Context: an optimization exercise on an open-source flow, tuned for small area and a short achievable clock period. The choices shown serve that exercise and are no tape-out recipe.
The RTL was checked by simulation tests, not by an equivalence proof against the original design.
No activity file was given, so power comes from the tool's default toggle rates.

==> design/flow/config.mk <==
export PLATFORM = sky130hd
export DESIGN_NAME = fifo_top
export DESIGN_NICKNAME = fifo_top
export VERILOG_FILES = /design/flow/design.v
export SDC_FILE = /design/flow/constraint.sdc
export NUM_CORES = 4
export LEC_CHECK = 0
export CAP_MARGIN = 20
export CORE_MARGIN = 2
export CORE_UTILIZATION = 55
export CTS_CLUSTER_DIAMETER = 80
export CTS_CLUSTER_SIZE = 20
export PLACE_DENSITY = 0.68
export SETUP_SLACK_MARGIN = 2.1
export SLEW_MARGIN = 20
==> design/flow/constraint.sdc <==
create_clock -name core_clock -period 4.5 [get_ports {clk}]
set_input_delay 0.9000 -clock core_clock [delete_from_list [all_inputs] [get_ports {clk}]]
set_output_delay 0.9000 -clock core_clock [all_outputs]
set_load 0.01 [all_outputs]
==> design/flow/design.v <==
`timescale 1ns/1ps
module fifo_ptr_sync #(
    parameter int PTR_W = 1
) (
    input  logic             clk,
    input  logic             rst_n,
    input  logic [PTR_W-1:0] ptr_in,
    output logic [PTR_W-1:0] ptr_out
);
    logic [PTR_W-1:0] meta;
    always_ff @(posedge clk or negedge rst_n) begin
        if (!rst_n) begin
            meta    <= '0;
            ptr_out <= '0;
        end else begin
            meta    <= ptr_in;
            ptr_out <= meta;
        end
    end
endmodule
`timescale 1ns/1ps
module fifo_dual_port_ram #(
    parameter int DATA_W = 32,
    parameter int ADDR_W = 6
) (
    input  logic              clk,
    input  logic              wen,
    input  logic [ADDR_W-1:0] waddr,
    input  logic [DATA_W-1:0] wdata,
    input  logic [(1<<ADDR_W)-1:0] rsel,
    input  logic                   ren,
    output logic [DATA_W-1:0] rdata
);
    localparam int DEPTH = 1 << ADDR_W;
    logic [DEPTH-1:0][DATA_W-1:0] store;
    logic [DEPTH-1:0]             wsel;
    always_comb begin
        for (int i = 0; i < DEPTH; i++) begin
            wsel[i] = wen && (waddr == ADDR_W'(i));
        end
    end
    for (genvar i = 0; i < DEPTH; i++) begin : g_word
        always_ff @(posedge clk) begin
            if (wsel[i]) begin
                store[i] <= wdata;
            end
        end
    end
    always_comb begin
        rdata = '0;
        for (int i = 0; i < DEPTH; i++) begin
            rdata = rdata | (store[i] & {DATA_W{rsel[i] & ren}});
        end
    end
endmodule
`timescale 1ns/1ps
module fifo_write_ctrl #(
    parameter int ADDR_W = 6
) (
    input  logic              clk,
    input  logic              rst_n,
    input  logic              winc,
    input  logic              rd_acc_d2,
    output logic              wfull,
    output logic              mem_en,
    output logic [ADDR_W-1:0] mem_addr
);
    localparam int CNT_W = ADDR_W + 1;
    localparam int DEPTH = 1 << ADDR_W;
    logic              wr_accept;
    logic [CNT_W-1:0]  cnt;
    logic [ADDR_W-1:0] waddr;
    logic              full_if_hold;
    logic              full_if_inc;
    assign wr_accept = winc & ~wfull;
    assign full_if_hold = (cnt == CNT_W'(DEPTH));
    assign full_if_inc  = (cnt == CNT_W'(DEPTH - 1));
    always_ff @(posedge clk or negedge rst_n) begin
        if (!rst_n) begin
            waddr <= '0;
            cnt   <= '0;
            wfull <= 1'b0;
        end else begin
            waddr <= waddr + ADDR_W'(wr_accept);
            cnt   <= cnt + CNT_W'(wr_accept) - CNT_W'(rd_acc_d2);
            wfull <= wr_accept ? full_if_inc : full_if_hold;
        end
    end
    assign mem_en   = wr_accept;
    assign mem_addr = waddr;
endmodule
`timescale 1ns/1ps
module fifo_read_ctrl #(
    parameter int DATA_W = 32,
    parameter int ADDR_W = 6
) (
    input  logic                   clk,
    input  logic                   rst_n,
    input  logic                   rinc,
    input  logic                   wr_acc_d2,
    output logic [DATA_W-1:0]      rdata,
    output logic                   rempty,
    output logic                   rd_accept,
    output logic [(1<<ADDR_W)-1:0] mem_sel,
    input  logic [DATA_W-1:0]      mem_data
);
    localparam int CNT_W = ADDR_W + 1;
    logic [CNT_W-1:0] cnt;
    logic             empty_if_hold;
    logic             empty_if_inc;
    assign rd_accept = rinc & ~rempty;
    assign empty_if_hold = (cnt == '0);
    assign empty_if_inc  = (cnt == CNT_W'(1));
    always_ff @(posedge clk or negedge rst_n) begin
        if (!rst_n) begin
            mem_sel <= (1<<ADDR_W)'(1);
        end else if (rd_accept) begin
            mem_sel <= {mem_sel[(1<<ADDR_W)-2:0], mem_sel[(1<<ADDR_W)-1]};
        end
    end
    always_ff @(posedge clk or negedge rst_n) begin
        if (!rst_n) begin
            cnt    <= '0;
            rempty <= 1'b1;
        end else begin
            cnt    <= cnt + CNT_W'(wr_acc_d2) - CNT_W'(rd_accept);
            rempty <= rd_accept ? empty_if_inc : empty_if_hold;
        end
    end
    always_ff @(posedge clk or negedge rst_n) begin
        if (!rst_n) begin
            rdata <= '0;
        end else begin
            rdata <= mem_data | (rdata & {DATA_W{~rd_accept}});
        end
    end
endmodule
`timescale 1ns/1ps
module async_fifo #(
    parameter int DATA_W = 32,
    parameter int ADDR_W = 6
) (
    input  logic              clk,
    input  logic              rst_n,
    input  logic              winc,
    input  logic [DATA_W-1:0] wdata,
    output logic              wfull,
    input  logic              rinc,
    output logic [DATA_W-1:0] rdata,
    output logic              rempty
);
    logic                   wr_en;
    logic [ADDR_W-1:0]      wr_addr;
    logic                   wr_en_d2;
    logic                   rd_en;
    logic                   rd_en_d2;
    logic [(1<<ADDR_W)-1:0] rd_sel;
    logic [DATA_W-1:0]      rd_data;
    fifo_write_ctrl #(.ADDR_W(ADDR_W)) u_write_ctrl (
        .clk       (clk),
        .rst_n     (rst_n),
        .winc      (winc),
        .rd_acc_d2 (rd_en_d2),
        .wfull     (wfull),
        .mem_en    (wr_en),
        .mem_addr  (wr_addr)
    );
    fifo_ptr_sync #(.PTR_W(1)) u_wacc_sync (
        .clk     (clk),
        .rst_n   (rst_n),
        .ptr_in  (wr_en),
        .ptr_out (wr_en_d2)
    );
    fifo_ptr_sync #(.PTR_W(1)) u_racc_sync (
        .clk     (clk),
        .rst_n   (rst_n),
        .ptr_in  (rd_en),
        .ptr_out (rd_en_d2)
    );
    fifo_dual_port_ram #(
        .DATA_W (DATA_W),
        .ADDR_W (ADDR_W)
    ) u_ram (
        .clk   (clk),
        .wen   (wr_en),
        .waddr (wr_addr),
        .wdata (wdata),
        .rsel  (rd_sel),
        .ren   (rd_en),
        .rdata (rd_data)
    );
    fifo_read_ctrl #(
        .DATA_W (DATA_W),
        .ADDR_W (ADDR_W)
    ) u_read_ctrl (
        .clk       (clk),
        .rst_n     (rst_n),
        .rinc      (rinc),
        .wr_acc_d2 (wr_en_d2),
        .rdata     (rdata),
        .rempty    (rempty),
        .rd_accept (rd_en),
        .mem_sel   (rd_sel),
        .mem_data  (rd_data)
    );
endmodule
`timescale 1ns/1ps
module fifo_top (
    input  logic        clk,
    input  logic        rst_n,
    input  logic        winc,
    input  logic [31:0] wdata,
    output logic        wfull,
    input  logic        rinc,
    output logic [31:0] rdata,
    output logic        rempty
);
    async_fifo #(
        .DATA_W (32),
        .ADDR_W (6)
    ) u_fifo (
        .clk    (clk),
        .rst_n  (rst_n),
        .winc   (winc),
        .wdata  (wdata),
        .wfull  (wfull),
        .rinc   (rinc),
        .rdata  (rdata),
        .rempty (rempty)
    );
endmodule
==> design/flow/flow/run.sh <==
#!/bin/bash
# The standard layout, with the data pins placed in fixed pairs (wdata[b] next to
# rdata[b], eight bits per die edge) so each bit's storage slice sits by its own pins.
# The control pins are left to the pin placer. Every tool's output goes to flow.log here;
# ORFS also keeps its per-step logs under orfs/logs.
set -euo pipefail
cd "$(dirname "${BASH_SOURCE[0]}")/.."
bash standard.sh IO_CONSTRAINTS="$PWD/flow/io.tcl" finish > flow.log 2>&1
==> design/flow/flow/io.tcl <==
# data pins only: each bit's write and read pins side by side, 8 bits per edge;
# the control pins are left to the pin placer
set block [ord::get_db_block]
set die [$block getDieArea]
set W [expr {[$die xMax] / 1000.0}]
set H [expr {[$die yMax] / 1000.0}]
set bit 0
for {set e 0} {$e < 4} {incr e} {
  set slots {}
  for {set k 0} {$k < 8} {incr k} { lappend slots "wdata\[$bit\]" "rdata\[$bit\]"; incr bit }
  set n [llength $slots]
  for {set i 0} {$i < $n} {incr i} {
    # pairs spread evenly along the edge, the two pins of a pair 3 um apart
    set pair [expr {$i / 2}]
    set f [expr {($pair + 0.5) / 8.0}]
    set off [expr {($i % 2) * 3.0}]
    set p [lindex $slots $i]
    switch $e {
      0 { place_pin -pin_name $p -layer met2 -location [list [expr {$f * $W + $off}] 0] -pin_size {0.14 0.485} -force_to_die_boundary }
      1 { place_pin -pin_name $p -layer met3 -location [list $W [expr {$f * $H + $off}]] -pin_size {0.8 0.3} -force_to_die_boundary }
      2 { place_pin -pin_name $p -layer met2 -location [list [expr {(1 - $f) * $W - $off}] $H] -pin_size {0.14 0.485} -force_to_die_boundary }
      3 { place_pin -pin_name $p -layer met3 -location [list 0 [expr {(1 - $f) * $H - $off}]] -pin_size {0.8 0.3} -force_to_die_boundary }
    }
  }
}
==> design/flow/standard.sh <==
#!/bin/bash
# synth_recipe.tcl (not shown) runs the flow's synth.tcl, then flattens the netlist and writes it again
# the make line also repeats each setting of config.mk as NAME=value (left out here)
make -C /OpenROAD-flow-scripts/flow DESIGN_CONFIG=/design/flow/config.mk WORK_HOME=/design/flow/orfs CLKGATE_MAP_FILE= SYNTH_SCRIPT=/design/flow/synth_recipe.tcl "${@:-finish}"
==> impl_metrics.json, run 1 <==
{
  "clkLatencyLatePin_ps": 800,
  "std_cell_rows": 137,
  "slew_headroom": 0.185,
  "crit_family": "simple AND/OR/NAND/NOR gates",
  "crit_fanout": 14,
  "antenna_found_initial": 9,
  "fin_nets": 4523,
  "drc": 0,
  "drt_iter0_markers": 13535,
  "synthesis.nets": 4257,
  "clkPwrFrac": 0.308,
  "cts.sinks": 2170,
  "cts_buffer_depth": 3,
  "h-tree-depth": 3,
  "outcome": "timing/DRC/antenna clean",
  "cts_tree": "yes",
  "clock_skew_ps": 39.8,
  "critPathBufInv": 1,
  "layout-drive-gt1-share": 0.160,
  "timing.setup.tns_ps": 0,
  "core_area_sq_mm": 0.140,
  "fin_crit_ps": 2530,
  "syn_avg_cell_area_sq_um": 18.5,
  "clkSlewWorstSetupHoldPaths_ps": 80,
  "grt_pass1_wl_um": 409000,
  "avgRoutedWirePerCell_um": 48.5,
  "yosysMostFrequentCell": "edfxtp_1",
  "setup_violations": 0,
  "crit_type": "reg -> reg",
  "syn_area_sq_mm": 0.0776,
  "grtUsageTotal": 0.425,
  "crit_path_cell_trace": "buf_4, a221oi_2, nand4_1, nor3_4, a31oi_1",
  "vias": 50845,
  "ys_seq_area_frac": 0.832,
  "ys.flop_type": "edfxtp_1",
  "pwr-share-seq": 0.618,
  "finalMaxSlewViolations": 0,
  "synth_commonest_cells": "edfxtp_1 (2048), a22oi_1 (558), clkbuf_1 (229)",
  "p_per_area_mw_per_mm2": 427,
  "required_ps": 5130,
  "synth_cells": 4201,
  "period_share": 0.562,
  "hold_path.class": "in -> async",
  "synth.distinct_cells": 42,
  "max_cap_viol_count": 0,
  "yosys-top-cells-area": "edfxtp_1 (79%), a22oi_1 (5.4%), dfrtp_1 (3.9%)",
  "die_x_um": 380,
  "grt_start_max_net_pins": 65,
  "grt_setup_unrepaired": "true",
  "grt_overflow": 0,
  "vdd_drop_max_mv": 0.407,
  "synth_top_area_cell": "edfxtp_1",
  "p_sw_frac": 0.234,
  "syn2layout_area_growth_pct": 13.4,
  "critPathLaunchType": "flip-flop",
  "net-switching-power_mw": 8.77,
  "clock.fmax_ghz": 0.396,
  "synth_edf_count": 2048,
  "p_int_mw": 28.8,
  "hold-worst-slack_ps": 136,
  "synth_top_cell_area_share": 0.793,
  "cts-root-buf": "clkbuf_16",
  "dieHeight_um": 380,
  "ios": 6,
  "wirelength_um": 313000,
  "ys_seq_elements": 2170,
  "worst_pin_slew_ps": 1220,
  "ys_warn_count": 4,
  "die_area_sq_mm": 0.144,
  "cp_slowest_cell": "dfrtp_4",
  "via_per_inst": 7.88,
  "grt_pass1_vias": 46413,
  "p_leak_nw": 27.9,
  "arrival_ps": 3160,
  "async_reset_ff_frac": 0.0562,
  "cts_made_buffers": 119,
  "start_util": 0.555,
  "hold_buffers": 0,
  "ant_nets": 0,
  "cpPeakStageDelay_ps": 690,
  "drtPass1Iterations": 10,
  "io_buffers": 69,
  "critPathCaptureType": "flip-flop",
  "finalHoldViolCount": 0,
  "worst-r2r-setup-slack_ps": 1970,
  "gp_congestion": 0.905,
  "dp_hpwl_um": 165000,
  "power_frac_comb": 0.073
}
-- through the flow --
| stage | util | total power [mW] | area, sq um | worst slack [ps] | cells |
|---|---|---|---|---|---|
| after floorplan | - | 24.8 | 78200 | 1590 | 4201 |
| after global placement | 0.590 | 26.1 | 82400 | 1160 | 6074 |
| after detailed placement | 0.590 | 26.2 | 82400 | 1150 | 6075 |
| after CTS | 0.624 | 37.2 | 87100 | 2100 | 6383 |
| after global routing | 0.630 | 38.2 | 88000 | 2000 | 6448 |
| final | 0.630 | 37.5 | 88000 | 1970 | 6456 |
-- placed cells by master, fill, tap and decap left out, types with 27 or more instances in the layout --
master	Yosys	final
a22o_1	204	204
nand4_1	155	155
buf_12	0	89
a21oi_1	52	51
dfrtp_4	0	53
edfxtp_1	2048	2048
clkbuf_1	229	94
a222oi_1	29	29
a22oi_1	558	554
clkbuf_16	0	125
nand2_1	207	207
nor2_1	103	39
buf_4	0	255
nand3_1	73	71
a221oi_1	202	183
dfrtp_1	120	49
buf_6	2	27
nor2_4	0	64
-- sequential cells by signal (all words and copies together) (netlist names), 6 cells and up --
register	cells
u_fifo.u_read_ctrl.mem_sel	64
u_fifo.u_read_ctrl.cnt	7
u_fifo.u_read_ctrl.rdata	32
u_fifo.u_write_ctrl.waddr	6
u_fifo.u_ram.store	2048
u_fifo.u_write_ctrl.cnt	7
-- worst register-to-register path, stage by stage (launching register included) --
cell      delay, ps
dfrtp_4         690
buf_4           370
a221oi_2        420
nand4_1         220
nor3_4          490
a31oi_1         180
-- path summary, 6_finish.rpt --
path	from	to	depth (start not counted)
setup / recovery	u_fifo.u_read_ctrl.mem_sel[26]	u_fifo.u_read_ctrl.rdata[29]	5
hold / removal	rst_n	u_fifo.u_read_ctrl.rdata[25]	1
setup reg to reg	u_fifo.u_read_ctrl.mem_sel[26]	u_fifo.u_read_ctrl.rdata[29]	5
hold reg to reg	u_fifo.u_racc_sync.meta	u_fifo.u_racc_sync.ptr_out	0
max in group asynchronous	rst_n	u_fifo.u_read_ctrl.mem_sel[59]	2
min in group core_clock	u_fifo.u_racc_sync.meta	u_fifo.u_racc_sync.ptr_out	0
-- logic make-up after synthesis --
| kind of cell | count (synthesis) | synth area share |
|---|---|---|
| buf+inv | 308 | 0.0151 |
| fa+ha+maj | 20 | 0.00342 |
| flops | 2170 | 0.832 |
| simple gates | 616 | 0.0382 |
| xor+xnor | 17 | 0.00192 |
| compound gates | 1070 | 0.109 |
-- final cells by class --
class	instances	area, sq um
sequential	2170	64800
fill	9447	51700
multi-input combinational	1723	12700
timing repair buffer	429	4580
clock buffer	217	3420
tap	1876	2350
inverter	24	103
clock inverter	7	72.6
antenna	10	25.0
-- metal layers --
layer	vias to the layer above	share of wire	GRT usage
met1	25106	0.31	0.560
met3	1464	0.20	0.164
met2	6316	0.41	0.588
met4	10	0.087	0.283
li1	17949	-	-
met5	-	0.00035	0
-- power by group through the flow --
stage	registers [mW]	clock network [mW]	logic (mW)
floorplan	23.5	0	1.25
global placement	23.6	0	2.44
detailed placement	23.7	0	2.50
CTS	23.2	11.4	2.57
global route	23.3	12.1	2.82
finish	23.2	11.6	2.75
-- timing repair --
action,4_1_cts,5_1_grt
setup endpoints to repair,417,385
setup buffers,83,59
cloned,1,4
resized for setup,192,44
pin swaps,10,10
==> run 2: changes to the inputs <==
--- a/design/flow/config.mk
+++ b/design/flow/config.mk
@@ -9,7 +9,7 @@
 export CORE_MARGIN = 2
-export CORE_UTILIZATION = 55
+export CORE_UTILIZATION = 60
 export CTS_CLUSTER_DIAMETER = 80
 export CTS_CLUSTER_SIZE = 20
-export PLACE_DENSITY = 0.68
-export SETUP_SLACK_MARGIN = 2.1
+export PLACE_DENSITY = 0.72
+export SETUP_SLACK_MARGIN = 2.2
 export SLEW_MARGIN = 20
==> run 2 against run 1 <==
Via count grew 6.0%. Hold slack gained 89 ps. Final cell count shrank 0.39%. Highest routed layer unchanged. First-iteration DRC count grew 8.1%. Critical path depth grew 1. Still clean on timing, DRC and antenna. Largest cell class unchanged.
==> impl_metrics.json, run 2 <==
{
  "drtPass1Iterations": 31,
  "grtUsageTotal": 0.475,
  "synth_commonest_cells": "edfxtp_1 (2048), a22oi_1 (558), clkbuf_1 (229)",
  "yosysMostFrequentCell": "edfxtp_1",
  "critPathLaunchType": "flip-flop",
  "dieHeight_um": 364,
  "place_area_sq_mm": 0.0822,
  "via_per_inst": 8.38,
  "h-tree-depth": 3,
  "p_leak_nw": 28.7,
  "synth_cells": 4201,
  "timing.setup.tns_ps": 0,
  "max_cap_viol_count": 0,
  "net-switching-power_mw": 9.00,
  "finalMaxSlewViolations": 0,
  "critPathCaptureType": "flip-flop",
  "cts_buffer_depth": 3,
  "pre_cts_ws_ps": 1030,
  "io_buffers": 69,
  "ys_seq_area_frac": 0.832,
  "setup_violations": 0,
  "async_reset_ff_frac": 0.0562,
  "crit_family": "compound AO/OA/AOI/OAI gates",
  "start_util": 0.606,
  "cp_slowest_cell": "dfrtp_4",
  "synth_edf_count": 2048,
  "syn_area_sq_mm": 0.0776,
  "period_share": 0.552,
  "syn_avg_cell_area_sq_um": 18.5,
  "yosys-top-cells-area": "edfxtp_1 (79%), a22oi_1 (5.4%), dfrtp_1 (3.9%)",
  "stdcell_area_sq_mm": 0.0896,
  "synth.distinct_cells": 42,
  "cts_made_buffers": 119,
  "arrival_ps": 3100,
  "fin_util": 0.700,
  "pwr-share-seq": 0.613,
  "core_area_sq_mm": 0.128,
  "die_x_um": 364,
  "clkLatencyLatePin_ps": 820,
  "cts_tree": "yes",
  "ys.flop_type": "edfxtp_1",
  "cts.sinks": 2170,
  "grt_start_max_net_pins": 101,
  "layout_common_cells": "edfxtp_1 (2048), a22oi_1 (548), buf_4 (305), a22o_1 (204), nand2_1 (198)",
  "grt_setup_unrepaired": "true",
  "fin_ws_ps": 2020,
  "worst_pin_slew_ps": 1130,
  "ios": 6,
  "vdd_drop_max_mv": 0.434,
  "top_register": "u_fifo.u_ram.store",
  "drc": 0,
  "p_sw_frac": 0.237,
  "crit_path_cell_trace": "buf_4, a22o_1, a221oi_1, nand4_1, nor4_4, a21oi_1",
  "power_frac_comb": 0.083,
  "layout-drive-gt1-share": 0.197,
  "cpPeakStageDelay_ps": 540,
  "synth_top_cell_area_share": 0.793,
  "ys_warn_count": 4,
  "drt_iter0_markers": 14628,
  "syn2layout_area_growth_pct": 15.4,
  "synthesis.nets": 4257,
  "crit_type": "reg -> reg",
  "p_per_area_mw_per_mm2": 424,
  "worst-r2r-setup-slack_ps": 2020,
  "cts-root-buf": "clkbuf_16",
  "reg_top3": "u_fifo.u_ram.store: 2048 flops, u_fifo.u_read_ctrl.mem_sel: 64 flops, u_fifo.u_read_ctrl.rdata: 32 flops",
  "synth_top_area_cell": "edfxtp_1",
  "avgRoutedWirePerCell_um": 50.2,
  "critPathBufInv": 1,
  "crit_fanout": 14,
  "clkSlewWorstSetupHoldPaths_ps": 90,
  "clock_skew_ps": 56.5,
  "fin_crit_ps": 2480,
  "hold_path.class": "in -> async",
  "hold-worst-slack_ps": 225,
  "fin_nets": 4635,
  "grt_pass1_vias": 47805,
  "p_int_mw": 28.9,
  "ant_nets": 0,
  "antenna_found_initial": 18,
  "required_ps": 5110,
  "vias": 53880,
  "die_area_sq_mm": 0.132,
  "dp_hpwl_um": 169000,
  "wirelength_um": 323000,
  "grt_overflow": 0,
  "std_cell_rows": 131,
  "gp_congestion": 0.923,
  "clock.fmax_ghz": 0.402,
  "finalHoldViolCount": 0,
  "outcome": "timing/DRC/antenna clean",
  "largest_reg_flops": 2048,
  "grt_pass1_wl_um": 412000,
  "slew_headroom": 0.246,
  "clkPwrFrac": 0.305,
  "layout_commonest_cell": "edfxtp_1",
  "ys_seq_elements": 2170
}
-- run 2: logic make-up after synthesis --
group,after synthesis,synth area share
flops,2170,0.832
xor+xnor,17,0.00192
fa+ha+maj,20,0.00342
buf+inv,308,0.0151
simple gates,616,0.0382
compound gates,1070,0.109
-- run 2: stage by stage --
step	total power, mW	instances
3_5_place_dp	26.1	5953
2_1_floorplan	24.8	4201
6_report	37.9	6431
4_1_cts	37.2	6327
3_3_place_gp	26.1	5953
5_1_grt	38.4	6405
-- run 2: layout make-up --
class / count / area (sq um)
Sequential cell: 2170 / 64800
Fill cell: 7616 / 38400
Multi-Input combinational cell: 1723 / 13100
Timing Repair Buffer: 541 / 5850
Clock buffer: 213 / 3400
Tap cell: 1729 / 2160
Inverter: 24 / 97.6
Clock inverter: 5 / 68.8
Antenna cell: 26 / 65.1
-- run 2: power by group through the flow --
stage | clock network [mW] | logic [mW] | registers, mW
after global placement | 0 | 2.45 | 23.6
final | 11.6 | 3.14 | 23.2
after CTS | 11.3 | 2.70 | 23.2
after detailed placement | 0 | 2.48 | 23.7
after floorplan | 0 | 1.27 | 23.5
after global routing | 12.0 | 3.16 | 23.3
-- run 2: per-layer routing --
metal / up-vias / part of all wire / wire, um / global-route usage
li1: 18206 / - / - / -
met1: 25864 / 0.29 / 92800 / 0.603
met2: 7795 / 0.39 / 126000 / 0.628
met3: 1985 / 0.22 / 72100 / 0.251
met4: 30 / 0.097 / 31400 / 0.328
met5: - / 0.0025 / 796 / 0.00690
-- run 2: what timing repair did --
| action | in CTS | in global routing |
|---|---|---|
| gates resized for setup | 289 | 160 |
| gates cloned | 8 | 13 |
| pin swaps | 35 | 47 |
| hold buffers | 0 | 0 |
| endpoints found under the setup margin | 1125 | 1216 |
| endpoints found under the hold margin | 0 | 0 |
| buffers inserted | 148 | 64 |
-- run 2: worst paths after layout --
check | depth (start not counted) | start | end
setup reg to reg | 6 | u_fifo.u_read_ctrl.mem_sel[6] | u_fifo.u_read_ctrl.rdata[31]
hold / removal | 1 | rst_n | u_fifo.u_read_ctrl.rdata[25]
hold reg to reg | 0 | u_fifo.u_wacc_sync.meta | u_fifo.u_wacc_sync.ptr_out
setup / recovery | 6 | u_fifo.u_read_ctrl.mem_sel[6] | u_fifo.u_read_ctrl.rdata[31]
max in group asynchronous | 2 | rst_n | u_fifo.u_read_ctrl.mem_sel[15]
min in group core_clock | 0 | u_fifo.u_wacc_sync.meta | u_fifo.u_wacc_sync.ptr_out
==> run 3: changes to the inputs <==
--- a/design/flow/config.mk
+++ b/design/flow/config.mk
@@ -9,7 +9,6 @@
 export CORE_MARGIN = 2
-export CORE_UTILIZATION = 60
+export CORE_UTILIZATION = 45
 export CTS_CLUSTER_DIAMETER = 80
 export CTS_CLUSTER_SIZE = 20
-export PLACE_DENSITY = 0.72
-export SETUP_SLACK_MARGIN = 2.2
+export SETUP_SLACK_MARGIN = 2.3
 export SLEW_MARGIN = 20
==> run 3 against run 2 <==
Utilization is 17 points lower. Register-to-register slack better by 70 ps. Non-clock buffer count is 12 higher. First-iteration DRC count is 19% lower. Die area is 33% higher. Sequential share of layout area is 1.2 points lower. Cell area is 1.8% higher. Largest cell class unchanged.
==> impl_metrics.json, run 3 <==
{
  "layout_common_cells": "edfxtp_1 (2048), a22oi_1 (550), buf_4 (281), a22o_1 (202), nand2_1 (195)",
  "ys_seq_elements": 2170,
  "ios": 6,
  "clock_skew_ps": 47.3,
  "p_per_area_mw_per_mm2": 417,
  "std_cell_rows": 152,
  "die_x_um": 419,
  "multi_input_comb_area_sq_mm": 0.0136,
  "stdcell_area_sq_mm": 0.0912,
  "timing.setup.tns_ps": 0,
  "outcome": "timing/DRC/antenna clean",
  "cts_buffer_depth": 3,
  "r2r_end": "u_fifo.u_read_ctrl.rdata[24]",
  "clkSlewWorstSetupHoldPaths_ps": 80,
  "grt_setup_unrepaired": "true",
  "grt_pass1_wl_um": 437000,
  "worst-r2r-setup-slack_ps": 2090,
  "required_ps": 3600,
  "power_mw": 38.0,
  "syn_avg_cell_area_sq_um": 18.5,
  "synth_cells": 4201,
  "top_register": "u_fifo.u_ram.store",
  "cts_tree": "yes",
  "ant_nets": 0,
  "yosys-top-cells-area": "edfxtp_1 (79%), a22oi_1 (5.4%), dfrtp_1 (3.9%)",
  "dp_hpwl_um": 179000,
  "critPathCaptureType": "primary output",
  "setup_violations": 0,
  "h-tree-depth": 3,
  "rr_worst_depth": 8,
  "io_buffers": 69,
  "synthesis.nets": 4257,
  "cts_made_buffers": 119,
  "largest_reg_flops": 2048,
  "yosysMostFrequentCell": "edfxtp_1",
  "place_area_sq_mm": 0.0829,
  "avgRoutedWirePerCell_um": 48.0,
  "p_leak_nw": 29.1,
  "cts.sinks": 2170,
  "layout_commonest_cell": "edfxtp_1",
  "grtUsageTotal": 0.379,
  "clock.fmax_ghz": 0.414,
  "async_reset_ff_frac": 0.0562,
  "ys_warn_count": 4,
  "reg_top3": "u_fifo.u_ram.store: 2048 flops, u_fifo.u_read_ctrl.mem_sel: 64 flops, u_fifo.u_read_ctrl.rdata: 32 flops",
  "crit_fanout": 2,
  "via_per_inst": 7.35,
  "gp_congestion": 0.874,
  "ys_seq_area_frac": 0.832,
  "syn_area_sq_mm": 0.0776,
  "drc": 0,
  "vdd_drop_max_mv": 0.364,
  "finalHoldViolCount": 0,
  "critPathLaunchType": "flip-flop",
  "antenna_found_initial": 16,
  "die_area_sq_mm": 0.176,
  "dieHeight_um": 419,
  "worst_pin_slew_ps": 1170,
  "vias": 51632,
  "num-fill-cells": 13446,
  "core_area_sq_mm": 0.172,
  "grt_pass1_vias": 47002,
  "start_util": 0.452,
  "wirelength_um": 337000,
  "max_cap_viol_count": 0,
  "grt_start_max_net_pins": 65,
  "r2r-start": "u_fifo.u_read_ctrl.mem_sel[12]",
  "crit_type": "reg -> out",
  "fin_nets": 4647,
  "arrival_ps": 1520,
  "slew_headroom": 0.219,
  "ys.flop_type": "edfxtp_1",
  "synth.distinct_cells": 42,
  "period_share": 0.537,
  "cts-root-buf": "clkbuf_16",
  "clkLatencyLatePin_ps": 810,
  "synth_commonest_cells": "edfxtp_1 (2048), a22oi_1 (558), clkbuf_1 (229)",
  "drt_iter0_markers": 11803,
  "synth_top_area_cell": "edfxtp_1",
  "grt_overflow": 0,
  "hold_path.class": "in -> async",
  "syn2layout_area_growth_pct": 17.5,
  "regArea_sq_mm": 0.0648,
  "finalMaxSlewViolations": 0,
  "synth_edf_count": 2048,
  "layout-drive-gt1-share": 0.213,
  "drtPass1Iterations": 6,
  "synth_top_cell_area_share": 0.793,
  "fin_crit_ps": 2420
}
## run 3: cell count changes in the layout (fill, tap and decap cells not counted), moves of 10 or more
cell	before	now
a21oi_1	49	39
a21oi_2	2	12
a221oi_1	161	134
a221oi_2	37	59
buf_12	94	115
buf_4	305	281
buf_6	62	90
diode_2	26	15
## run 3: logic make-up after synthesis
| group | Yosys count | share of synthesized area |
|---|---|---|
| flops | 2170 | 0.832 |
| compound gates | 1070 | 0.109 |
| simple gates | 616 | 0.0382 |
| buf+inv | 308 | 0.0151 |
| fa+ha+maj | 20 | 0.00342 |
| xor+xnor | 17 | 0.00192 |
## run 3: through the flow
stage / std cells / util / hold WS (ps) / setup slack, ps
final: 7021 / 0.531 / 33.4 / 2080
after global routing: 7008 / 0.531 / 58.3 / 2050
after CTS: 6970 / 0.525 / 34.0 / 2050
after detailed placement: 6526 / 0.483 / 349 / 835
after global placement: 6526 / 0.483 / 335 / 857
after floorplan: 4201 / - / 331 / 1590
## run 3: worst max-delay path by stage
stage	startpoint	end	slack (ps)	cells after the start
2_1_floorplan	rinc	u_fifo.u_read_ctrl.cnt[6]	1590	16
3_3_place_gp	winc	u_fifo.u_ram.store[225]	860	5
3_5_place_dp	winc	u_fifo.u_ram.store[1766]	840	5
4_1_cts	u_fifo.u_read_ctrl.rempty	u_fifo.u_read_ctrl.cnt[6]	2050	13
5_1_grt	u_fifo.u_read_ctrl.rempty	u_fifo.u_read_ctrl.cnt[6]	2050	13
6_report	u_fifo.u_read_ctrl.rempty	rempty	2080	2
## run 3: worst max-delay path: stages, from the launching register on
cell	delay, ps
dfstp_2	550
buf_6	90
buf_6	90
## run 3: power breakdown
part / internal [mW] / leakage [nW] / switching, mW / total (mW)
Combinational: 0.851 / 7.53 / 2.19 / 3.04
Sequential: 22.9 / 19.9 / 0.343 / 23.2
Clock: 5.19 / 1.66 / 6.52 / 11.7
## run 3: final cells by class
| cell class | instances | area share |
|---|---|---|
| clock inverter | 9 | 0.00110 |
| multi-input combinational | 1723 | 0.149 |
| clock buffer | 217 | 0.0374 |
| inverter | 24 | 0.00119 |
| antenna | 15 | 0.000412 |
| sequential | 2170 | 0.711 |
| tap | 2310 | 0.0317 |
| timing repair buffer | 553 | 0.0686 |
## run 3: layer usage
layer  GRT usage  up-vias  share of wire
met5    0.000556        -        0.00078
met4       0.212       20          0.066
met3       0.140     1102           0.18
met2       0.536     5989           0.42
met1       0.505    26304           0.33
li1            -    18217              -
## run 3: repair_timing
item	CTS	global route
setup buffers	211	34
pin swaps	75	61
resized for setup	441	150
hold buffers	0	0
endpoints found under the setup margin	2021	1246
cloned	7	0
==> run 4: changes to the inputs <==
--- a/design/flow/design.v
+++ b/design/flow/design.v
@@ -110,3 +110,4 @@
     logic             empty_if_inc;
-    assign rd_accept = rinc & ~rempty;
+    logic             nonempty;
+    assign rd_accept = rinc & nonempty;
     assign empty_if_hold = (cnt == '0);
@@ -122,9 +123,10 @@
         if (!rst_n) begin
-            cnt    <= '0;
-            rempty <= 1'b1;
-        end else begin
-            cnt    <= cnt + CNT_W'(wr_acc_d2) - CNT_W'(rd_accept);
-            rempty <= rd_accept ? empty_if_inc : empty_if_hold;
-        end
-    end
+            cnt      <= '0;
+            nonempty <= 1'b0;
+        end else begin
+            cnt      <= cnt + CNT_W'(wr_acc_d2) - CNT_W'(rd_accept);
+            nonempty <= rd_accept ? !empty_if_inc : !empty_if_hold;
+        end
+    end
+    assign rempty = ~nonempty;
     always_ff @(posedge clk or negedge rst_n) begin
--- a/design/flow/config.mk
+++ b/design/flow/config.mk
@@ -9,5 +9,6 @@
 export CORE_MARGIN = 2
-export CORE_UTILIZATION = 45
+export CORE_UTILIZATION = 55
 export CTS_CLUSTER_DIAMETER = 80
 export CTS_CLUSTER_SIZE = 20
+export PLACE_DENSITY = 0.68
 export SETUP_SLACK_MARGIN = 2.3
==> run 4 against run 3 <==
Sequential cell count did not move. Critical path depth unchanged. Routed wire length shrank 2.0%. Die area shrank 18%. Synthesized cell count grew 0.14%. Combinational power is essentially flat. Critical endpoint is now wfull. Highest routed layer unchanged. Utilization up 12 points. Non-clock buffer count up 55.
==> impl_metrics.json, run 4 <==
{
  "dp.cells": 6118,
  "crit_path_cell_trace": "buf_6, buf_6",
  "drc": 0,
  "setup_violations": 0,
  "rr_worst_depth": 8,
  "period_share": 0.525,
  "grt_pass1_vias": 47840,
  "met1_usage": 0.565,
  "timing.setup.tns_ps": 0,
  "slew_headroom": 0.196,
  "fin_util": 0.653,
  "ant_nets": 0,
  "via_per_inst": 7.99,
  "layout_commonest_cell": "edfxtp_1",
  "worst-r2r-setup-slack_ps": 2150,
  "io_buffers": 69,
  "layout_common_cells": "edfxtp_1 (2048), a22oi_1 (553), buf_4 (323), nand2_1 (198), a22o_1 (191)",
  "muxShareOfSynthArea": 0,
  "dieHeight_um": 380,
  "cts-root-buf": "clkbuf_16",
  "dp_hpwl_um": 178000,
  "r2r_end": "u_fifo.u_read_ctrl.rdata[24]",
  "critPathCaptureType": "primary output",
  "cts_buffer_depth": 3,
  "cpPeakStageDelay_ps": 410,
  "synth-xor-area-share": 0.00192,
  "drtPass1Iterations": 10,
  "synth_top_cell_area_share": 0.793,
  "critPathLaunch": "u_fifo.u_write_ctrl.wfull",
  "yosys-top-cells-area": "edfxtp_1 (79%), a22oi_1 (5.5%), dfrtp_1 (3.9%)",
  "cts_made_buffers": 120,
  "max_cap_viol_count": 0,
  "clkLatencyLatePin_ps": 820,
  "power_frac_comb": 0.079,
  "outcome": "timing/DRC/antenna clean",
  "grt_pass1_wl_um": 427000,
  "crit_fanout": 2,
  "reg_top3": "u_fifo.u_ram.store: 2048 flops, u_fifo.u_read_ctrl.mem_sel: 64 flops, u_fifo.u_read_ctrl.rdata: 32 flops",
  "syn2layout_area_growth_pct": 17.5,
  "p_int_mw": 28.9,
  "grtUsageTotal": 0.447,
  "grt_setup_unrepaired": "true",
  "syn_avg_cell_area_sq_um": 18.4,
  "p_sw_frac": 0.238,
  "cts_tree": "yes",
  "num-fill-cells": 9141,
  "fin_nets": 4711,
  "hold_buffers": 0,
  "synth_top_area_cell": "edfxtp_1",
  "arrival_ps": 1460,
  "ys.flop_type": "edfxtp_1",
  "synth_commonest_cells": "edfxtp_1 (2048), a22oi_1 (573), clkbuf_1 (250)",
  "synth.distinct_cells": 43,
  "p_per_area_mw_per_mm2": 416,
  "cp_slowest_cell": "dfrtp_1",
  "die_x_um": 380,
  "net-switching-power_mw": 9.01,
  "wirelength_um": 330000,
  "grt-busiest-layer": "met2",
  "clkSlewWorstSetupHoldPaths_ps": 80,
  "synthesis.nets": 4263,
  "die_area_sq_mm": 0.144,
  "pwr-share-seq": 0.613,
  "layout.cells.non_filler": 6662,
  "use_met2": 0.601,
  "largest_reg_flops": 2048,
  "synth_fa_ha_area_frac": 0.00342,
  "avgRoutedWirePerCell_um": 49.6,
  "critPathLaunchType": "flip-flop",
  "r2r-start": "u_fifo.u_read_ctrl.mem_sel[38]",
  "drt_iter0_markers": 13480,
  "worstSetupEndpoint": "wfull",
  "cts.sinks": 2170,
  "std_cell_rows": 137,
  "grt_start_max_net_pins": 66,
  "synth_top_family_by_area": "compound AO/OA/AOI/OAI gates",
  "h-tree-depth": 3,
  "ys_warn_count": 4,
  "ys_seq_area_frac": 0.832,
  "layout-drive-gt1-share": 0.221,
  "ios": 6,
  "vdd_drop_max_mv": 0.395,
  "finalHoldViolCount": 0,
  "required_ps": 3600,
  "hold_path.class": "in -> async",
  "ys_seq_elements": 2170,
  "clock.fmax_ghz": 0.424,
  "synth-compound-area-share": 0.109,
  "cp_common_cell": "buf_6",
  "async_reset_ff_frac": 0.0562,
  "synth-simple-area-share": 0.0388,
  "grt_use_met3": 0.213,
  "grt_overflow": 0,
  "synth_edf_count": 2048,
  "antenna_found_initial": 19,
  "power_mw": 37.9,
  "vias": 53203,
  "crit_type": "reg -> out",
  "gp_congestion": 0.936,
  "syn_area_sq_mm": 0.0776,
  "core_area_sq_mm": 0.140,
  "clock_skew_ps": 52.1,
  "p_leak_nw": 29.4,
  "yosysMostFrequentCell": "edfxtp_1",
  "fin_crit_ps": 2360,
  "synth_cells": 4207,
  "start_util": 0.555,
  "worst_pin_slew_ps": 1210,
  "finalMaxSlewViolations": 0,
  "top_register": "u_fifo.u_ram.store",
  "clkPwrFrac": 0.307
}
## run 4: cell families after synthesis
logic type | Yosys count
buf+inv | 308
simple gates | 623
compound gates | 1069
flops | 2170
xor+xnor | 17
fa+ha+maj | 20
## run 4: critical path: cells and delay by family (launching register included)
kind / cells / cell delay (ps)
flops: 1 / 410
buf+inv: 2 / 240
## run 4: power by group through the flow
stage | combinational, mW | sequential (mW) | clock (mW)
floorplan | 1.27 | 23.6 | 0
global placement | 2.46 | 23.6 | 0
detailed placement | 2.50 | 23.7 | 0
CTS | 2.76 | 23.2 | 11.5
global route | 3.06 | 23.3 | 12.2
finish | 3.01 | 23.2 | 11.7
## run 4: how the worst min path moves through the flow
stage / startpoint / end / slack (ps) / cells past startpoint
global placement: u_fifo.u_racc_sync.meta / u_fifo.u_racc_sync.ptr_out / 330 / 0
finish: rst_n / u_fifo.u_read_ctrl.mem_sel[11] / 180 / 1
CTS: rst_n / u_fifo.u_read_ctrl.mem_sel[11] / 160 / 1
global route: rst_n / u_fifo.u_read_ctrl.mem_sel[48] / 180 / 1
floorplan: u_fifo.u_racc_sync.meta / u_fifo.u_racc_sync.ptr_out / 330 / 0
detailed placement: u_fifo.u_racc_sync.meta / u_fifo.u_racc_sync.ptr_out / 350 / 0
## run 4: layout make-up
type / instances / area [sq um] / share of cell area
diodes: 23 / 57.6 / 0.000631
flip-flops and latches: 2170 / 64800 / 0.711
repair buffers: 608 / 6760 / 0.0742
well taps: 1876 / 2350 / 0.0257
clock inverters: 12 / 146 / 0.00161
multi-input cells: 1729 / 13600 / 0.149
clock buffers: 218 / 3390 / 0.0372
inverters: 26 / 110 / 0.00121
## run 4: what timing repair did
item / in CTS / in global routing
pin swaps: 61 / 92
buffers inserted: 227 / 50
gates resized for setup: 397 / 198
gates cloned: 7 / 6
setup endpoints to repair: 1894 / 1150
## run 4: per-stage QoR
step,cell area [sq um],hold WS [ps],setup WS (ps)
6_report,91200,176,2140
5_1_grt,91100,184,2120
4_1_cts,89600,157,2070
3_5_place_dp,82500,350,1010
3_3_place_gp,82400,334,1060
2_1_floorplan,78200,331,1840
## run 4: metal layers
| layer | part of all wire | wire, um |
|---|---|---|
| met2 | 0.40 | 133000 |
| met3 | 0.20 | 67300 |
| met5 | 0.00048 | 157 |
| met4 | 0.095 | 31400 |
| met1 | 0.30 | 98700 |
==> run 5: changes to the inputs <==
--- a/design/flow/config.mk
+++ b/design/flow/config.mk
@@ -9,6 +9,5 @@
 export CORE_MARGIN = 2
-export CORE_UTILIZATION = 55
-export CTS_CLUSTER_DIAMETER = 80
-export CTS_CLUSTER_SIZE = 20
-export PLACE_DENSITY = 0.68
+export CORE_UTILIZATION = 45
+export CTS_CLUSTER_DIAMETER = 100
+export CTS_CLUSTER_SIZE = 25
 export SETUP_SLACK_MARGIN = 2.3
==> run 5 against run 4 <==
Largest cell class unchanged. Still clean on timing, DRC and antenna. Register-to-register slack worse by 40 ps. Critical path type is now reg -> reg. Hold slack worse by 23 ps. Highest routed layer unchanged. Routed wire length up 3.4%.
==> impl_metrics.json, run 5 <==
{
  "timing.setup.tns_ps": 0,
  "drc": 0,
  "yosys-top-cells-area": "edfxtp_1 (79%), a22oi_1 (5.5%), dfrtp_1 (3.9%)",
  "clock.fmax_ghz": 0.418,
  "core_area_sq_mm": 0.171,
  "cp_slowest_cell": "dfrtp_4",
  "layout-drive-gt1-share": 0.222,
  "clkPwrFrac": 0.288,
  "p_int_mw": 27.9,
  "cpPeakStageDelay_ps": 600,
  "drt_iter0_markers": 11558,
  "period_share": 0.531,
  "die_area_sq_mm": 0.176,
  "die_x_um": 419,
  "power_frac_comb": 0.080,
  "synth_top_cell_area_share": 0.793,
  "via_per_inst": 7.34,
  "start_util": 0.453,
  "avgRoutedWirePerCell_um": 48.5,
  "rr_worst_depth": 5,
  "dp.cells": 6559,
  "p_sw_frac": 0.240,
  "cts.sinks": 2170,
  "synth_top_area_cell": "edfxtp_1",
  "top_register": "u_fifo.u_ram.store",
  "io_buffers": 69,
  "ys_seq_area_frac": 0.832,
  "fin_util": 0.530,
  "clkSlewWorstSetupHoldPaths_ps": 100,
  "p_per_area_mw_per_mm2": 405,
  "wirelength_um": 341000,
  "layout.cells.non_filler": 7044,
  "critPathBufInv": 1,
  "p_leak_nw": 29.0,
  "crit_family": "simple AND/OR/NAND/NOR gates",
  "vias": 51693,
  "fin_nets": 4695,
  "outcome": "timing/DRC/antenna clean",
  "crit_fanout": 11,
  "fin_crit_ps": 2390,
  "cts_made_buffers": 97,
  "syn_avg_cell_area_sq_um": 18.4,
  "worst_pin_slew_ps": 1130,
  "slew_headroom": 0.250,
  "hold_path.class": "in -> async",
  "clock_skew_ps": 57.4,
  "ys_seq_elements": 2170,
  "finalMaxSlewViolations": 0,
  "layout_common_cells": "edfxtp_1 (2048), a22oi_1 (546), buf_4 (344), nand2_1 (193), a22o_1 (189)",
  "synthesis.nets": 4263,
  "setup_violations": 0,
  "grtUsageTotal": 0.382,
  "max_cap_viol_count": 0,
  "antenna_found_initial": 20,
  "cts-root-buf": "clkbuf_16",
  "std_cell_rows": 152,
  "critPathLaunchType": "flip-flop",
  "synth_cells": 4207,
  "synth_edf_count": 2048,
  "critPathCaptureType": "flip-flop",
  "ys_warn_count": 4,
  "reg_top3": "u_fifo.u_ram.store: 2048 flops, u_fifo.u_read_ctrl.mem_sel: 64 flops, u_fifo.u_read_ctrl.rdata: 32 flops",
  "clkLatencyLatePin_ps": 830,
  "r2r_end": "u_fifo.u_read_ctrl.rdata[15]",
  "syn2layout_area_growth_pct": 17.1,
  "crit_type": "reg -> reg",
  "grt_overflow": 0,
  "cts_buffer_depth": 3,
  "crit_path_cell_trace": "buf_4, a221oi_1, nand4_1, nor4_4, nor2_1",
  "finalHoldViolCount": 0,
  "vdd_drop_max_mv": 0.402,
  "arrival_ps": 3050,
  "yosysMostFrequentCell": "edfxtp_1",
  "drtPass1Iterations": 6,
  "ant_nets": 0,
  "largest_reg_flops": 2048,
  "pre_cts_ws_ps": 826,
  "grt_pass1_wl_um": 440000,
  "grt_start_max_net_pins": 67,
  "cts_tree": "yes",
  "h-tree-depth": 3,
  "layout_commonest_cell": "edfxtp_1",
  "pwr-share-seq": 0.632,
  "synth_commonest_cells": "edfxtp_1 (2048), a22oi_1 (573), clkbuf_1 (250)",
  "ys.flop_type": "edfxtp_1",
  "synth.distinct_cells": 43,
  "async_reset_ff_frac": 0.0562,
  "net-switching-power_mw": 8.82,
  "required_ps": 5160,
  "dieHeight_um": 419,
  "gp_congestion": 0.893,
  "syn_area_sq_mm": 0.0776,
  "dp_hpwl_um": 184000,
  "grt_setup_unrepaired": "true",
  "hold-worst-slack_ps": 153,
  "worst-r2r-setup-slack_ps": 2110,
  "r2r-start": "u_fifo.u_read_ctrl.mem_sel[14]",
  "fin_ws_ps": 2110,
  "ios": 6,
  "grt_pass1_vias": 46262
}
-- run 5: changes by cell type in the layout (fill, tap and decap cells not counted), moves of 9 or more --
cell / before / now
buf_12: 106 / 94
buf_4: 323 / 344
buf_6: 104 / 115
buf_8: 19 / 10
clkbuf_1: 97 / 78
clkbuf_16: 126 / 101
diode_2: 23 / 11
-- run 5: kinds of logic (layout without fill, tap and decap cells) --
logic type,Yosys count,count (layout),synth area share
flops,2170,2170,0.832
compound gates,1069,1069,0.109
simple gates,623,624,0.0388
buf+inv,308,823,0.0151
fa+ha+maj,20,20,0.00342
xor+xnor,17,17,0.00192
other cells,0,11,0
-- run 5: per-stage QoR --
stage / power, mW / instance area, sq um
floorplan: 24.8 / 78200
global placement: 26.2 / 82900
detailed placement: 26.2 / 82900
CTS: 36.5 / 89500
global route: 37.4 / 90800
finish: 36.8 / 90800
-- run 5: worst max-delay path by stage --
stage | start | end | slack (ps) | cells after the start
2_1_floorplan | rinc | u_fifo.u_read_ctrl.cnt[6] | 1840 | 14
3_3_place_gp | winc | u_fifo.u_ram.store[245] | 880 | 6
3_5_place_dp | winc | u_fifo.u_ram.store[245] | 830 | 6
4_1_cts | u_fifo.u_read_ctrl.mem_sel[32] | u_fifo.u_read_ctrl.rdata[15] | 2090 | 6
5_1_grt | u_fifo.u_read_ctrl.nonempty | rempty | 2130 | 2
6_report | u_fifo.u_read_ctrl.mem_sel[14] | u_fifo.u_read_ctrl.rdata[15] | 2110 | 5
-- run 5: layer usage --
metal | track usage | vias up | wire, um
li1 | - | 18286 | -
met1 | 0.499 | 26426 | 111000
met2 | 0.547 | 5742 | 144000
met3 | 0.140 | 1216 | 59400
met4 | 0.230 | 23 | 26300
met5 | 0 | - | 371
-- run 5: cell type report --
type | count | area [sq um]
inverters | 26 | 108
repair buffers | 614 | 6500
clock buffers | 177 | 2770
multi-input cells | 1730 | 13600
well taps | 2310 | 2890
clock inverters | 6 | 105
flip-flops and latches | 2170 | 64800
fillers | 13406 | 80500
diodes | 11 | 27.5
-- run 5: power by group through the flow --
stage          combinational (mW)  clock, mW  sequential [mW]
3_3_place_gp                 2.53          0             23.6
5_1_grt                      3.01       11.1             23.3
4_1_cts                      2.77       10.5             23.2
2_1_floorplan                1.27          0             23.6
6_report                     2.94       10.6             23.2
3_5_place_dp                 2.56          0             23.7
-- run 5: timing repair --
item	CTS	global route
setup buffers	233	46
pin swaps	68	75
hold buffers	0	0
endpoints found under the setup margin	1636	697
gates cloned	9	3
gates resized for setup	482	154
==> run 6: changes to the inputs <==
--- a/design/flow/design.v
+++ b/design/flow/design.v
@@ -30,2 +30,3 @@
     input  logic [(1<<ADDR_W)-1:0] rsel,
+    input  logic [(1<<ADDR_W)-1:0] rsel_hi,
     input  logic                   ren,
@@ -51,3 +52,6 @@
         for (int i = 0; i < DEPTH; i++) begin
-            rdata = rdata | (store[i] & {DATA_W{rsel[i] & ren}});
+            rdata[DATA_W/2-1:0] = rdata[DATA_W/2-1:0]
+                                  | (store[i][DATA_W/2-1:0] & {(DATA_W/2){rsel[i] & ren}});
+            rdata[DATA_W-1:DATA_W/2] = rdata[DATA_W-1:DATA_W/2]
+                                     | (store[i][DATA_W-1:DATA_W/2] & {(DATA_W/2){rsel_hi[i] & ren}});
         end
@@ -104,2 +108,3 @@
     output logic [(1<<ADDR_W)-1:0] mem_sel,
+    output logic [(1<<ADDR_W)-1:0] mem_sel_hi,
     input  logic [DATA_W-1:0]      mem_data
@@ -123,2 +128,9 @@
         if (!rst_n) begin
+            mem_sel_hi <= (1<<ADDR_W)'(1);
+        end else if (rd_accept) begin
+            mem_sel_hi <= {mem_sel_hi[(1<<ADDR_W)-2:0], mem_sel_hi[(1<<ADDR_W)-1]};
+        end
+    end
+    always_ff @(posedge clk or negedge rst_n) begin
+        if (!rst_n) begin
             cnt      <= '0;
@@ -159,2 +171,3 @@
     logic [(1<<ADDR_W)-1:0] rd_sel;
+    logic [(1<<ADDR_W)-1:0] rd_sel_hi;
     logic [DATA_W-1:0]      rd_data;
@@ -189,3 +202,4 @@
         .wdata (wdata),
-        .rsel  (rd_sel),
+        .rsel    (rd_sel),
+        .rsel_hi (rd_sel_hi),
         .ren   (rd_en),
@@ -204,3 +218,4 @@
         .rd_accept (rd_en),
-        .mem_sel   (rd_sel),
+        .mem_sel    (rd_sel),
+        .mem_sel_hi (rd_sel_hi),
         .mem_data  (rd_data)
==> run 6 against run 5 <==
Sequential share of layout area rose by 1.0 points. Non-clock buffer count fell by 80. Count of clock-buffer cells in the layout rose by 2. Fmax rose by 0.32%. Via count rose by 1.3%. Utilization fell by 1.1 points. Combinational power rose by 3%. Routed wire length fell by 3.1%. Global-route usage fell by 2.4 points. Sequential power rose by 3%. Critical path type is now reg -> out. Largest cell class unchanged. Largest power group unchanged.
==> impl_metrics.json, run 6 <==
{
  "ant_nets": 0,
  "p_leak_nw": 29.8,
  "power_mw": 37.7,
  "critPathBufInv": 1,
  "vdd_drop_max_mv": 0.320,
  "synth.distinct_cells": 43,
  "crit_path_cell_trace": "buf_6",
  "finalHoldViolCount": 0,
  "setup_violations": 0,
  "grt_overflow": 0,
  "h-tree-depth": 3,
  "cpPeakStageDelay_ps": 510,
  "die_x_um": 426,
  "fin_crit_ps": 2380,
  "critPathLaunchType": "flip-flop",
  "avgRoutedWirePerCell_um": 45.5,
  "period_share": 0.530,
  "async_reset_ff_frac": 0.0833,
  "ys_warn_count": 4,
  "cts_made_buffers": 100,
  "drc": 0,
  "synth_commonest_cells": "edfxtp_1 (2048), a22oi_1 (645), nand2_1 (401)",
  "die_area_sq_mm": 0.182,
  "crit_type": "reg -> out",
  "synth_top_cell_area_share": 0.767,
  "worst_pin_slew_ps": 877,
  "crit_family": "flip-flops",
  "ys.flop_type": "edfxtp_1",
  "antenna_found_initial": 10,
  "critPathCaptureType": "primary output",
  "ios": 6,
  "cts-root-buf": "clkbuf_16",
  "slew_headroom": 0.415,
  "synth_top_area_cell": "edfxtp_1",
  "cts_tree": "yes",
  "clkLatencyLatePin_ps": 820,
  "required_ps": 3600,
  "max_cap_viol_count": 0,
  "layout_common_cells": "edfxtp_1 (2048), a22oi_1 (624), nand2_1 (392), buf_4 (329), nand4_1 (178)",
  "largest_reg_flops": 2048,
  "fin_nets": 4902,
  "yosysMostFrequentCell": "edfxtp_1",
  "clock_skew_ps": 57.3,
  "core_area_sq_mm": 0.177,
  "ys_seq_elements": 2234,
  "cp_slowest_cell": "dfrtp_2",
  "hold_buffers": 0,
  "p_per_area_mw_per_mm2": 412,
  "syn_avg_cell_area_sq_um": 17.8,
  "grt_start_max_net_pins": 91,
  "yosys-top-cells-area": "edfxtp_1 (77%), a22oi_1 (6.0%), dfrtp_1 (5.7%)",
  "synth_edf_count": 2048,
  "clock.fmax_ghz": 0.420,
  "synth_cells": 4511,
  "grt_pass1_wl_um": 433000,
  "timing.setup.tns_ps": 0,
  "layout-drive-gt1-share": 0.189,
  "grtUsageTotal": 0.358,
  "critPathLaunch": "u_fifo.u_read_ctrl.rdata[0]",
  "std_cell_rows": 154,
  "syn2layout_area_growth_pct": 14.4,
  "dp_hpwl_um": 197000,
  "ys_seq_area_frac": 0.825,
  "crit_fanout": 2,
  "finalMaxSlewViolations": 0,
  "io_buffers": 69,
  "gp_congestion": 0.938,
  "start_util": 0.454,
  "drt_iter0_markers": 11903,
  "arrival_ps": 1480,
  "syn_area_sq_mm": 0.0802,
  "layout_commonest_cell": "edfxtp_1",
  "vias": 52360,
  "hold-worst-slack_ps": 144,
  "drtPass1Iterations": 6,
  "top_register": "u_fifo.u_ram.store",
  "clkSlewWorstSetupHoldPaths_ps": 100,
  "wirelength_um": 331000,
  "grt_setup_unrepaired": "true",
  "synthesis.nets": 4567,
  "hold_path.class": "in -> async",
  "cts.sinks": 2234,
  "grt_pass1_vias": 47826,
  "outcome": "timing/DRC/antenna clean",
  "via_per_inst": 7.20,
  "r2r-start": "u_fifo.u_read_ctrl.mem_sel_hi[25]",
  "dieHeight_um": 426,
  "reg_top3": "u_fifo.u_ram.store: 2048 flops, u_fifo.u_read_ctrl.mem_sel: 64 flops, u_fifo.u_read_ctrl.mem_sel_hi: 64 flops",
  "cts_buffer_depth": 3
}
-- run 6: cell count changes in the layout (fill, tap and decap cells not counted), moves of 25 or more --
cell	before	now
a221oi_2	66	29
a22o_1	189	164
dfrtp_4	61	32
nand2_1	193	392
buf_6	115	90
dfrtp_2	12	65
buf_12	94	58
dfrtp_1	48	87
a22oi_1	546	624
-- run 6: per-layer routing --
metal	wire, um	track usage
met1	112000	0.480
met2	144000	0.530
met3	52400	0.104
met4	22600	0.188
met5	80	0
-- run 6: where the power goes --
group,total (mW),switching (mW),internal (mW)
logic,3.02,2.19,0.833
registers,23.8,0.384,23.5
clock network,10.9,6.51,4.37
-- run 6: timing repair --
item,in CTS,in global routing
cloned,8,4
gates resized for setup,442,103
endpoints found under the setup margin,1621,1175
hold endpoints to repair,0,0
buffers inserted,111,45
pin swaps,35,20
-- run 6: worst paths after layout --
check | end | slack (ps) | depth (start not counted)
min in group core_clock | u_fifo.u_racc_sync.ptr_out | 380 | 0
max reg2reg | u_fifo.u_read_ctrl.rdata[25] | 2240 | 5
min | u_fifo.u_read_ctrl.cnt[6] | 140 | 1
max in group asynchronous | u_fifo.u_read_ctrl.mem_sel[20] | 3270 | 2
max | rdata[0] | 2120 | 1
min reg2reg | u_fifo.u_racc_sync.ptr_out | 380 | 0
-- run 6: stage by stage --
stage,instances,cell area (sq um),setup slack (ps),util
floorplan,4511,80900,1660,-
global placement,6913,85600,1010,0.484
detailed placement,6916,85700,996,0.485
CTS,7222,90800,1970,0.514
global route,7271,91700,2100,0.519
finish,7276,91700,2120,0.519
-- run 6: cell families (layout without fill, tap and decap cells) --
kind of cell / Yosys count / count (layout) / share of synthesized area
DFF: 2234 / 2234 / 0.825
AOI/OAI and AO/OA: 1080 / 1080 / 0.106
and+or+nand+nor: 835 / 835 / 0.0480
adders and majority gates: 20 / 20 / 0.00331
other: 0 / 5 / 0
xor gates and xnor gates: 14 / 14 / 0.00153
buffers and inverters: 328 / 748 / 0.0167
-- run 6: area by class of cell --
type / instances / area (sq um)
Antenna cell: 5 / 12.5
Clock buffer: 179 / 2840
Sequential cell: 2234 / 66400
Fill cell: 13947 / 85000
Tap cell: 2340 / 2930
Clock inverter: 8 / 105
Timing Repair Buffer: 534 / 5450
Inverter: 27 / 114
Multi-Input combinational cell: 1949 / 13900
==> run 7: changes to the inputs <==
--- a/design/flow/config.mk
+++ b/design/flow/config.mk
@@ -10,4 +10,4 @@
 export CORE_UTILIZATION = 45
-export CTS_CLUSTER_DIAMETER = 100
-export CTS_CLUSTER_SIZE = 25
+export CTS_CLUSTER_DIAMETER = 80
+export CTS_CLUSTER_SIZE = 20
 export SETUP_SLACK_MARGIN = 2.3
==> run 7 against run 6 <==
Still clean. Via count fell by 0.49%. Combinational power shrank 4%. Non-clock buffer count fell by 34. Synthesized cell count unchanged. Synthesized area did not move. Critical path type unchanged.
==> impl_metrics.json, run 7 <==
{
  "period_share": 0.528,
  "drtPass1Iterations": 8,
  "synthesis.nets": 4567,
  "outcome": "timing/DRC/antenna clean",
  "crit_fanout": 2,
  "clock.fmax_ghz": 0.421,
  "layout_commonest_cell": "edfxtp_1",
  "cts.sinks": 2234,
  "clkLatencyLatePin_ps": 820,
  "synth.distinct_cells": 43,
  "largest_reg_flops": 2048,
  "cts_made_buffers": 132,
  "required_ps": 3600,
  "finalHoldViolCount": 0,
  "io_buffers": 69,
  "synth_commonest_cells": "edfxtp_1 (2048), a22oi_1 (645), nand2_1 (401)",
  "vias": 52101,
  "ys_warn_count": 4,
  "syn2layout_area_growth_pct": 14.9,
  "gp_congestion": 0.938,
  "crit_type": "reg -> out",
  "grt_overflow": 0,
  "die_area_sq_mm": 0.182,
  "ios": 6,
  "grtUsageTotal": 0.357,
  "reg_top3": "u_fifo.u_ram.store: 2048 flops, u_fifo.u_read_ctrl.mem_sel: 64 flops, u_fifo.u_read_ctrl.mem_sel_hi: 64 flops",
  "grt_pass1_wl_um": 432000,
  "top_register": "u_fifo.u_ram.store",
  "synth_top_cell_area_share": 0.767,
  "p_per_area_mw_per_mm2": 428,
  "core_area_sq_mm": 0.177,
  "syn_avg_cell_area_sq_um": 17.8,
  "layout-drive-gt1-share": 0.191,
  "critPathCaptureType": "primary output",
  "pre_cts_ws_ps": 996,
  "grt_pass1_vias": 47942,
  "cts_buffer_depth": 3,
  "cpPeakStageDelay_ps": 500,
  "worst_pin_slew_ps": 873,
  "grt_setup_unrepaired": "true",
  "p_leak_nw": 30.0,
  "synth_top_area_cell": "edfxtp_1",
  "cts_tree": "yes",
  "cts-root-buf": "clkbuf_16",
  "max_cap_viol_count": 0,
  "regArea_sq_mm": 0.0664,
  "setup_violations": 0,
  "std_cell_rows": 154,
  "antenna_found_initial": 5,
  "ys_seq_area_frac": 0.825,
  "dp_hpwl_um": 197000,
  "critPathBufInv": 1,
  "hold_path.class": "in -> async",
  "wirelength_um": 328000,
  "cp_slowest_cell": "dfrtp_2",
  "layout_common_cells": "edfxtp_1 (2048), a22oi_1 (624), nand2_1 (391), buf_4 (311), nand4_1 (178)",
  "via_per_inst": 7.15,
  "fin_nets": 4900,
  "critPathLaunchType": "flip-flop",
  "timing.setup.tns_ps": 0,
  "clock_skew_ps": 36.4,
  "synth_edf_count": 2048,
  "yosys-top-cells-area": "edfxtp_1 (77%), a22oi_1 (6.0%), dfrtp_1 (5.7%)",
  "slew_headroom": 0.418,
  "finalMaxSlewViolations": 0,
  "grt_start_max_net_pins": 91,
  "ant_nets": 0,
  "arrival_ps": 1480,
  "start_util": 0.454,
  "h-tree-depth": 4,
  "yosysMostFrequentCell": "edfxtp_1",
  "synth_cells": 4511,
  "syn_area_sq_mm": 0.0802,
  "avgRoutedWirePerCell_um": 45.0,
  "multi_input_comb_area_sq_mm": 0.0139,
  "crit_path_cell_trace": "buf_6",
  "async_reset_ff_frac": 0.0833,
  "fin_ws_ps": 2120,
  "drc": 0,
  "die_x_um": 426,
  "ys.flop_type": "edfxtp_1",
  "ys_seq_elements": 2234,
  "dieHeight_um": 426,
  "vdd_drop_max_mv": 0.386,
  "num-fill-cells": 13915,
  "drt_iter0_markers": 11266,
  "clkSlewWorstSetupHoldPaths_ps": 90,
  "fin_crit_ps": 2380,
  "crit_family": "flip-flops"
}
## run 7: cell count changes in the layout (fill, tap and decap cells not counted), moves of 4 or more
cell,delta
clkbuf_16,+31
clkinv_2,+4
buf_12,-4
buf_4,-18
buf_6,+5
clkinv_8,+4
buf_16,-5
buf_8,-7
## run 7: cell type report
cell class	instances	area share
clock buffer	216	0.0406
inverter	27	0.00126
timing repair buffer	500	0.0533
antenna	5	0.000136
multi-input combinational	1949	0.151
tap	2340	0.0318
clock inverter	19	0.00213
sequential	2234	0.720
## run 7: what timing repair did
item                                     CTS  global route
cloned                                     2             0
pin swaps                                 29            20
endpoints found under the setup margin  1587          1033
hold endpoints to repair                   0             0
setup buffers                             92            40
gates resized for setup                  428           105
hold buffers                               0             0
## run 7: kinds of logic (layout without fill, tap and decap cells)
| kind of cell | Yosys count | after routing | share of synthesized area |
|---|---|---|---|
| AOI/OAI and AO/OA | 1080 | 1080 | 0.106 |
| and+or+nand+nor | 835 | 835 | 0.0480 |
| xor gates and xnor gates | 14 | 14 | 0.00153 |
| adders and majority gates | 20 | 20 | 0.00331 |
| other | 0 | 5 | 0 |
| buffers and inverters | 328 | 762 | 0.0167 |
| DFF | 2234 | 2234 | 0.825 |
## run 7: path summary, 6_finish.rpt
check / from / to / slack, ps / depth (start not counted)
setup / recovery: u_fifo.u_read_ctrl.rdata[0] / rdata[0] / 2120 / 1
hold / removal: rst_n / u_fifo.u_read_ctrl.cnt[6] / 150 / 1
min in group core_clock: u_fifo.u_racc_sync.meta / u_fifo.u_racc_sync.ptr_out / 380 / 0
max in group asynchronous: rst_n / u_fifo.u_read_ctrl.mem_sel[56] / 3300 / 2
hold reg to reg: u_fifo.u_racc_sync.meta / u_fifo.u_racc_sync.ptr_out / 380 / 0
setup reg to reg: u_fifo.u_read_ctrl.mem_sel_hi[19] / u_fifo.u_read_ctrl.rdata[27] / 2180 / 5
## run 7: stage by stage
step | power, mW | cell area (sq um) | std cells | util | hold slack, ps
global route | 40.3 | 92200 | 7286 | 0.522 | 175
CTS | 39.3 | 91400 | 7245 | 0.517 | 140
global placement | 26.9 | 85600 | 6913 | 0.484 | 382
detailed placement | 26.9 | 85700 | 6916 | 0.485 | 368
finish | 39.5 | 92200 | 7290 | 0.522 | 148
floorplan | 25.5 | 80900 | 4511 | - | 331
## run 7: metal layers
layer	vias up	GRT usage	wire length, um	share of wire
li1	19014	-	-	-
met1	26737	0.478	113000	0.34
met2	5383	0.527	143000	0.44
met3	967	0.105	50200	0.15
met4	0	0.190	21600	0.066
met5	-	0	0	0
## run 7: report_power, final
part           total (mW)  internal (mW)  switching [mW]
sequential           23.9           23.5           0.386
combinational        2.90          0.768            2.14
clock                12.7           5.80            6.91

==> port drivers added, routing unchanged <==
No port has a modelled driver above. Below, the same layouts with a new extraction and two added sets of constraints.
Step 1, drivers: a clkbuf_16 drives clk and a buf_2 each remaining input, both assumed.
Step 2, shift: input delay + t, output delay - t, t = (earliest + latest rising clock arrival at the registers) / 2. This alone moves slack from input paths to output paths.
a / b / c = ideal / step 1 / step 2; a / b = the first two.
| run | shift t [ns] | setup slack, ns | hold WS [ns] | worst setup path after step 2 | worst data-port slew with drivers (ns) |
|---|---|---|---|---|---|
| run 1 | 0.855 | 1.972 / 1.972 / 1.276 | 0.136 / 0.101 / 0.358 | input to register | 0.07 |
| run 2 | 0.863 | 2.015 / 2.015 / 1.323 | 0.225 / 0.187 / 0.347 | input to register | 0.06 |
| run 3 | 0.868 | 2.085 / 2.007 / 1.576 | 0.033 / -0.007 / 0.366 | input to register | 0.05 |
| run 4 | 0.876 | 2.139 / 2.062 / 1.474 | 0.176 / 0.138 / 0.367 | input to register | 0.06 |
| run 5 | 0.915 | 2.110 / 2.048 / 1.462 | 0.153 / 0.073 / 0.358 | input to register | 0.05 |
| run 6 | 0.872 | 2.117 / 2.033 / 1.573 | 0.144 / 0.107 / 0.382 | input to register | 0.07 |
| run 7 | 0.895 | 2.122 / 2.031 / 1.425 | 0.148 / 0.105 / 0.378 | input to register | 0.07 |
After both steps setup and hold are still met in every run listed. For run 7, which loses most, drivers alone change the setup slack by -0.091 ns; drivers and shift together by -0.697 ns.
